Background: an optimization exercise with open tools, aiming at small area, a short achievable clock period and few clock cycles per item. Do not read the settings as production practice. Power is estimated from default activity; no workload was simulated.

run 1:
Design conv1d_top, start of the top module:
module conv1d_top (
  input  logic        clk,
  input  logic        rst_n,
  input  logic        psel_i,
  input  logic        penable_i,
  input  logic        pwrite_i,
  input  logic [7:0]  paddr_i,
  input  logic [31:0] pwdata_i,
  output logic [31:0] prdata_o,
  output logic        pready_o,
  output logic        pslverr_o,
  output logic        mem_req_o,
  output logic        mem_we_o,
  output logic [6:0]  mem_addr_o,
  output logic [31:0] mem_wdata_o,
  input  logic [31:0] mem_rdata_i,
  output logic        done_o
);
==> module conv1d_top, before the edit <==
module conv1d_top (
  input  logic        clk,
  input  logic        rst_n,
  input  logic        psel_i,
  input  logic        penable_i,
  input  logic        pwrite_i,
  input  logic [7:0]  paddr_i,
  input  logic [31:0] pwdata_i,
  output logic [31:0] prdata_o,
  output logic        pready_o,
  output logic        pslverr_o,
  output logic        mem_req_o,
  output logic        mem_we_o,
  output logic [6:0]  mem_addr_o,
  output logic [31:0] mem_wdata_o,
  input  logic [31:0] mem_rdata_i,
  output logic        done_o
);
  localparam int SW = conv1d_pkg::SUM_W;
  logic sel_ctrl_q, sel_stat_q, sel_taps_q, sel_src_q, sel_dst_q, sel_cnt_q, bad_q;
  always_ff @(posedge clk) begin
    sel_ctrl_q <= (paddr_i == conv1d_pkg::REG_CTRL);
    sel_stat_q <= (paddr_i == conv1d_pkg::REG_STATUS);
    sel_taps_q <= (paddr_i == conv1d_pkg::REG_TAPS);
    sel_src_q  <= (paddr_i == conv1d_pkg::REG_SRC);
    sel_dst_q  <= (paddr_i == conv1d_pkg::REG_DST);
    sel_cnt_q  <= (paddr_i == conv1d_pkg::REG_COUNT);
    bad_q      <= !(paddr_i == conv1d_pkg::REG_CTRL  || paddr_i == conv1d_pkg::REG_STATUS ||
                    paddr_i == conv1d_pkg::REG_TAPS  || paddr_i == conv1d_pkg::REG_SRC ||
                    paddr_i == conv1d_pkg::REG_DST   || paddr_i == conv1d_pkg::REG_COUNT);
  end
  logic wr;
  assign wr        = psel_i & penable_i & pwrite_i;
  assign pready_o  = 1'b1;
  assign pslverr_o = bad_q;
  logic [31:0] taps_q;
  logic [6:0]  src_q, dst_q, cnt_q;
  always_ff @(posedge clk or posedge rst_n) begin
    if (rst_n) begin
      taps_q <= '0;
      src_q  <= '0;
      dst_q  <= '0;
      cnt_q  <= '0;
    end else begin
      if (wr && sel_taps_q) taps_q <= pwdata_i;
      if (wr && sel_src_q)  src_q  <= pwdata_i[6:0];
      if (wr && sel_dst_q)  dst_q  <= pwdata_i[6:0];
      if (wr && sel_cnt_q)  cnt_q  <= pwdata_i[6:0];
    end
  end
  logic       run_q;      
  logic       done_q;
  logic       req_q, we_q;
  logic       ph_q;       
  logic [1:0] fs_q;       
  logic [6:0] wl_q;       
  logic [6:0] rdp_q, wrp_q;
  logic       rv_q;       
  logic start;
  assign start = wr & sel_ctrl_q & pwdata_i[0] & ~run_q;
  logic       rd_now, wr_now;
  logic [6:0] wl_d;
  assign rd_now = req_q & ~we_q;
  assign wr_now = req_q & we_q;
  assign wl_d   = wl_q - {6'd0, wr_now};
  logic nx_rd, nx_wr, last;
  always_comb begin
    nx_rd = 1'b0;
    nx_wr = 1'b0;
    last  = 1'b0;
    if (run_q) begin
      if (!ph_q) begin
        nx_rd = fs_q[1] || (wl_d > ((fs_q == 2'd1) ? 7'd1 : 7'd2));
      end else if (fs_q == 2'd3) begin
        nx_rd = 1'b1;
      end else if (fs_q == 2'd0) begin
        nx_wr = 1'b1;
        last  = (wl_q == 7'd1);
      end
    end
  end
  always_ff @(posedge clk or posedge rst_n) begin
    if (rst_n) begin
      run_q  <= 1'b0;
      done_q <= 1'b0;
      req_q  <= 1'b0;
    end else begin
      if (start) begin
        run_q  <= (cnt_q != '0);
        done_q <= (cnt_q == '0);
        req_q  <= (cnt_q != '0);
      end else begin
        req_q <= nx_rd | nx_wr;
        if (last) begin
          run_q  <= 1'b0;
          done_q <= 1'b1;
        end
      end
    end
  end
  always_ff @(posedge clk) ph_q <= ph_d;
  always_ff @(posedge clk) begin
    rv_q <= rd_now;
    if (start) begin
      we_q  <= 1'b0;
      fs_q  <= 2'd3;
      wl_q  <= cnt_q;
      rdp_q <= src_q;
      wrp_q <= dst_q;
    end else begin
      we_q <= nx_wr;
      if (ph_q && fs_q != 2'd0) fs_q <= fs_q - 2'd1;
      wl_q <= wl_d;
      if (rd_now) rdp_q <= rdp_q + 7'd1;
      if (wr_now) wrp_q <= wrp_q + 7'd1;
    end
  end
  assign mem_req_o  = req_q;
  assign mem_we_o   = we_q;
  assign mem_addr_o = we_q ? wrp_q : rdp_q;
  logic [7:0]    xa_q, xb_q, xc_q;
  logic [SW-1:0] acc_q;
  always_ff @(posedge clk) begin
    if (rv_q) begin
      xb_q <= mem_rdata_i[7:0];
      xc_q <= xb_q;
      xa_q <= xc_q;
    end
  end
  logic          ph_d;
  logic [7:0]    ta_q, tb_q;
  assign ph_d = start ? 1'b0 : ~ph_q;
  always_ff @(posedge clk) begin
    ta_q <= ph_d ? taps_q[15:8]  : taps_q[7:0];
    tb_q <= ph_d ? taps_q[31:24] : taps_q[23:16];
  end
  logic [SW-1:0] s_n_q, c_n_q, s_n_d, c_n_d;
  conv1d_datapath u_dp (
    .xa_i   (xa_q),
    .ta_i   (ta_q),
    .xb_i   (xb_q),
    .tb_i   (tb_q),
    .fs_n_i (s_n_q | {SW{~ph_q}}),
    .fc_n_i (c_n_q | {SW{~ph_q}}),
    .s_n_o  (s_n_d),
    .c_n_o  (c_n_d)
  );
  always_ff @(posedge clk) begin
    s_n_q <= s_n_d;
    c_n_q <= c_n_d;
  end
  logic [SW-1:0] res_q;
  always_ff @(posedge clk) begin
    if (!ph_q) res_q <= SW'(~s_n_q) + SW'(~c_n_q);
  end
  assign mem_wdata_o = {{(32-SW){1'b0}}, res_q};
  always_comb begin
    prdata_o = '0;
    prdata_o |= {32{sel_taps_q}} & taps_q;
    prdata_o[6:0] |= ({7{sel_src_q}} & src_q) | ({7{sel_dst_q}} & dst_q) | ({7{sel_cnt_q}} & cnt_q);
    prdata_o[1:0] |= {2{sel_stat_q}} & {done_q, run_q};
  end
  assign done_o = done_q;
endmodule
clock: 8.0 ns
lec_check: 0
cap_margin: 20
core_margin: 2
core_utilization: 40
setup_slack_margin: 4.5
slew_margin: 20
synth_hierarchical: 1
synth_minimum_keep_size: 0
run.sh (not shown) runs the stock make flow with config.mk's settings and CLKGATE_MAP_FILE= SYNTH_SCRIPT=/design/flow/synth_recipe.tcl, a recipe that flattens the netlist after the stock synthesis.
Edits applied to the flow inputs when going from run 1 to run 2:
--- a/flow/design.v
+++ b/flow/design.v
@@ -333,9 +333,9 @@
     last  = 1'b0;
     if (run_q) begin
-      if (!ph_q) begin
-        nx_rd = fs_q[1] || (wl_d > ((fs_q == 2'd1) ? 7'd1 : 7'd2));
-      end else if (fs_q == 2'd3) begin
-        nx_rd = 1'b1;
-      end else if (fs_q == 2'd0) begin
+      if (fs_q != 2'd0) begin
+        nx_rd = !ph_q || fs_q[1];
+      end else if (!ph_q) begin
+        nx_rd = (wl_d > 7'd1);
+      end else begin
         nx_wr = 1'b1;
         last  = (wl_q == 7'd1);
@@ -367,5 +367,5 @@
     if (start) begin
       we_q  <= 1'b0;
-      fs_q  <= 2'd3;
+      fs_q  <= 2'd2;
       wl_q  <= cnt_q;
       rdp_q <= src_q;
@@ -413,9 +413,5 @@
     c_n_q <= c_n_d;
   end
-  logic [SW-1:0] res_q;
-  always_ff @(posedge clk) begin
-    if (!ph_q) res_q <= SW'(~s_n_q) + SW'(~c_n_q);
-  end
-  assign mem_wdata_o = {{(32-SW){1'b0}}, res_q};
+  assign mem_wdata_o = {{(32-SW){1'b0}}, SW'(~s_n_q) + SW'(~c_n_q)};
   always_comb begin
     prdata_o = '0;
==> comparison <==
Looking at worst hold margin across run 1 and run 2, the one that comes out higher is run 2. Cell leakage power for run 2: about 1.6% down relative to run 1. Run 1 → run 2: number of instances in the synthesized netlist decreased 2.7%, signal arrival time at the worst endpoint saw a decrease. Run 2 has less setup slack than run 1. Going from run 1 to run 2, detail-routed via count per cell fell 2.2%; met2 wire length picked up an extra 130 um.
No run of this note included a check of the RTL's function; only the layout flow was run.

afterwards: timing with drivers on the ports:
The flow's constraints put no driver on any port. The routed layouts listed below were extracted and timed again, unchanged, in two steps. Step 1 (the two cells are an assumption about what drives the block):
set clk [get_ports {clk}]
set_driving_cell -lib_cell sky130_fd_sc_hd__clkbuf_16 $clk
set_driving_cell -lib_cell sky130_fd_sc_hd__buf_2 [delete_from_list [all_inputs] $clk]
Step 2 adds t to the input delays and takes it off the output delays; t is the mean of the earliest and latest rising clock arrival at the registers after step 1. Input paths then give back, and output paths get back, about the clock's delay inside the block. Three values: no drivers, after step 1, after step 2; two values: the first two.
| run | shift t [ns] | setup WS [ns] | worst setup path after step 2 | clock arrival spread, ns | cell pins on the clock port's net |
|---|---|---|---|---|---|
| run 1 | 0.483 | 4.510 / 4.510 / 4.249 | input to register | 0.013 / 0.014 | 1 |
| run 2 | 0.483 | 3.831 / 3.778 / 4.261 | register to output | 0.020 / 0.020 | 1 |
After both steps setup and hold are still met in every run listed. For run 1, which loses most, drivers alone change the setup slack by 0.000 ns; drivers and shift together by -0.261 ns.
